This design comes from an exercise in tuning for small area and a short achievable clock period on the open sky130 flow, not from production work.
The RTL was checked by simulation tests, not by an equivalence proof against the original design.
Power figures rest on the tool's default switching activity, not on a simulated workload.

// uart_rx_recorder
module uart_rx_recorder (
  input  logic       clk,
  input  logic       rst,
  input  logic       i_valid,
  input  logic [7:0] i_data,
  input  logic       i_clear,
  input  logic [8:0] i_raddr,
  output logic [7:0] o_rdata,
  output logic [9:0] o_count,
  output logic       o_busy,
  output logic       o_done,
  output logic       o_full,
  output logic [7:0] o_checksum
);
Size in the first run: about 8,700 cells after synthesis, roughly 4,100 flip-flops, ~50 I/O pins, roughly 150,000 um^2 of cells after synthesis.
==> module uart_rx_recorder, before the edit <==
module uart_rx_recorder (
  input  logic       clk,
  input  logic       rst,
  input  logic       i_valid,
  input  logic [7:0] i_data,
  input  logic       i_clear,
  input  logic [8:0] i_raddr,
  output logic [7:0] o_rdata,
  output logic [9:0] o_count,
  output logic       o_busy,
  output logic       o_done,
  output logic       o_full,
  output logic [7:0] o_checksum
);
  logic       busy_q, done_q;
  logic [9:0] count_q;
  logic [7:0] sum_q;
  logic       we;
  logic [9:0] count_inc;
  logic       last;
  assign we        = i_valid & ~i_clear & ~done_q;
  assign count_inc = count_q + 10'd1;
  assign last      = (i_data == 8'h00) | count_q[9] | (&count_q[8:0]);
  always_ff @(posedge clk) begin
    if (rst || i_clear) begin
      busy_q  <= 1'b0;
      done_q  <= 1'b0;
      count_q <= '0;
      sum_q   <= '0;
    end else if (we) begin
      busy_q  <= ~last;
      done_q  <= last;
      count_q <= count_inc;
      sum_q   <= sum_q + i_data;
    end
  end
  assign o_count    = count_q;
  assign o_busy     = busy_q;
  assign o_done     = done_q;
  assign o_full     = count_q[9];
  assign o_checksum = sum_q;
  logic [7:0] wa_n_q, wb_q, wc_q;
  always_ff @(posedge clk) begin
    if (rst || i_clear) begin
      wa_n_q <= 8'hfe;
      wb_q   <= 8'd1;
      wc_q   <= 8'd1;
    end else if (we) begin
      wa_n_q <= {wa_n_q[6:0], wa_n_q[7]};
      if (!wa_n_q[7]) wb_q <= {wb_q[6:0], wb_q[7]};
      if (!wa_n_q[7] && wb_q[7]) wc_q <= {wc_q[6:0], wc_q[7]};
    end
  end
  logic [63:0]  wbc_n;
  logic [511:0] wen;
  logic [511:0] rsel;
  always_comb begin
    for (int k = 0; k < 64; k++) wbc_n[k] = ~(we & wb_q[k % 8] & wc_q[k / 8]);
    for (int r = 0; r < 512; r++) rsel[r] = (i_raddr == 9'(r));
  end
  logic [7:0] mem [512];
  for (genvar r = 0; r < 512; r++) begin : g_row
    uart_rx_recorder_nor2 u_wen (.a(wa_n_q[r % 8]), .b(wbc_n[r / 8]), .y(wen[r]));
    always_ff @(posedge clk) begin
      if (wen[r]) mem[r] <= i_data;
    end
  end
  logic [7:0] rd;
  for (genvar b = 0; b < 8; b++) begin : g_bit
    logic [63:0] l1;
    logic [31:0] l2_n;
    logic [15:0] l3;
    logic [7:0]  l4_n;
    logic [3:0]  l5;
    logic [1:0]  l6_n;
    for (genvar i = 0; i < 64; i++) begin : g_l1
      uart_rx_recorder_or8 u (.s(rsel[8*i +: 8]), .d({mem[8*i+7][b], mem[8*i+6][b], mem[8*i+5][b], mem[8*i+4][b],
                                                   mem[8*i+3][b], mem[8*i+2][b], mem[8*i+1][b], mem[8*i][b]}),
                              .y(l1[i]));
    end
    for (genvar i = 0; i < 32; i++) begin : g_l2
      uart_rx_recorder_nor2 u (.a(l1[2*i]), .b(l1[2*i+1]), .y(l2_n[i]));
    end
    for (genvar i = 0; i < 16; i++) begin : g_l3
      uart_rx_recorder_nand2 u (.a(l2_n[2*i]), .b(l2_n[2*i+1]), .y(l3[i]));
    end
    for (genvar i = 0; i < 8; i++) begin : g_l4
      uart_rx_recorder_nor2 u (.a(l3[2*i]), .b(l3[2*i+1]), .y(l4_n[i]));
    end
    for (genvar i = 0; i < 4; i++) begin : g_l5
      uart_rx_recorder_nand2 u (.a(l4_n[2*i]), .b(l4_n[2*i+1]), .y(l5[i]));
    end
    for (genvar i = 0; i < 2; i++) begin : g_l6
      uart_rx_recorder_nor2 u (.a(l5[2*i]), .b(l5[2*i+1]), .y(l6_n[i]));
    end
    assign rd[b] = ~(l6_n[0] & l6_n[1]);
  end
  always_ff @(posedge clk) begin
    if (rst) o_rdata <= '0;
    else     o_rdata <= rd;
  end
endmodule
Settings: LEC_CHECK=0, CAP_MARGIN=20, CORE_MARGIN=2, CORE_UTILIZATION=40, CTS_CLUSTER_DIAMETER=60, CTS_CLUSTER_SIZE=30, GPL_TIMING_DRIVEN=0, SETUP_SLACK_MARGIN=1.5, SLEW_MARGIN=20, SYNTH_HIERARCHICAL=1, TNS_END_PERCENT=5; clock period 3.5 ns.
run.sh (not shown) runs the stock make flow with config.mk's settings and CLKGATE_MAP_FILE= SYNTH_SCRIPT=/design/flow/synth_recipe.tcl, a recipe that flattens the netlist after the stock synthesis.
Next try:
--- a/flow/design.v
+++ b/flow/design.v
@@ -67,12 +67,10 @@
   end
   logic [7:0] rd;
   for (genvar b = 0; b < 8; b++) begin : g_bit
-    logic [63:0] l1;
-    logic [31:0] l2_n;
-    logic [15:0] l3;
-    logic [7:0]  l4_n;
-    logic [3:0]  l5;
-    logic [1:0]  l6_n;
+    logic [63:0]  l1;
+    logic [31:0]  l2_n;
+    logic [7:0]   l3;
+    logic [3:0]   l4_n;
     for (genvar i = 0; i < 64; i++) begin : g_l1
       uart_rx_recorder_or8 u (.s(rsel[8*i +: 8]), .d({mem[8*i+7][b], mem[8*i+6][b], mem[8*i+5][b], mem[8*i+4][b],
                                                    mem[8*i+3][b], mem[8*i+2][b], mem[8*i+1][b], mem[8*i][b]}),
@@ -81,19 +79,17 @@
     for (genvar i = 0; i < 32; i++) begin : g_l2
       uart_rx_recorder_nor2 u (.a(l1[2*i]), .b(l1[2*i+1]), .y(l2_n[i]));
     end
-    for (genvar i = 0; i < 16; i++) begin : g_l3
-      uart_rx_recorder_nand2 u (.a(l2_n[2*i]), .b(l2_n[2*i+1]), .y(l3[i]));
+    for (genvar i = 0; i < 8; i++) begin : g_l3
+      uart_rx_recorder_nand4 u (.a(l2_n[4*i]), .b(l2_n[4*i+1]), .c(l2_n[4*i+2]), .d(l2_n[4*i+3]), .y(l3[i]));
     end
-    for (genvar i = 0; i < 8; i++) begin : g_l4
+    for (genvar i = 0; i < 4; i++) begin : g_l4
       uart_rx_recorder_nor2 u (.a(l3[2*i]), .b(l3[2*i+1]), .y(l4_n[i]));
     end
-    for (genvar i = 0; i < 4; i++) begin : g_l5
+    logic [1:0] l5;
+    for (genvar i = 0; i < 2; i++) begin : g_l5
       uart_rx_recorder_nand2 u (.a(l4_n[2*i]), .b(l4_n[2*i+1]), .y(l5[i]));
     end
-    for (genvar i = 0; i < 2; i++) begin : g_l6
-      uart_rx_recorder_nor2 u (.a(l5[2*i]), .b(l5[2*i+1]), .y(l6_n[i]));
-    end
-    assign rd[b] = ~(l6_n[0] & l6_n[1]);
+    assign rd[b] = l5[0] | l5[1];
   end
   always_ff @(posedge clk) begin
     if (rst) o_rdata <= '0;
@@ -107,6 +103,12 @@
 );
   assign y = |(s & d);
 endmodule
+module uart_rx_recorder_nand4 (
+  input  logic a, b, c, d,
+  output logic y
+);
+  assign y = ~(a & b & c & d);
+endmodule
 module uart_rx_recorder_nor2 (
   input  logic a, b,
   output logic y
Outcome:
- final cell count rises by 0.44%
- wire length rises by 0.88%
- global-route usage rises by 0.11 points
- fmax stays flat
- clock skew falls by 0.0045 ns
- clock power rises by 19%

-- separate check: timing with driven ports --
Ports are ideal in the flow. The routed layouts listed here were re-timed in OpenROAD.
Step 1 assumes that a clkbuf_16 drives the clock port and a buf_2 every other input.
Step 2, shift: input delay + t, output delay - t, t = (earliest + latest rising clock arrival at the registers) / 2. This alone moves slack from input paths to output paths.
a / b / c = ideal ports / drivers / drivers and shift; a / b = the first two.
| run | t, ns | setup WS [ns] | hold WS [ns] | clock arrival spread, ns |
|---|---|---|---|---|
| the first run | 1.014 | 0.740 / 0.664 / -0.350 | 0.114 / 0.099 / 0.471 | 0.063 / 0.062 |
| the second run | 1.022 | 0.744 / 0.659 / -0.363 | 0.076 / 0.016 / 0.478 | 0.050 / 0.050 |
With both steps, setup timing fails in the first run and the second run, where it was met with ideal ports. For the second run, which loses most, drivers alone change the setup slack by -0.085 ns; drivers and shift together by -1.107 ns.
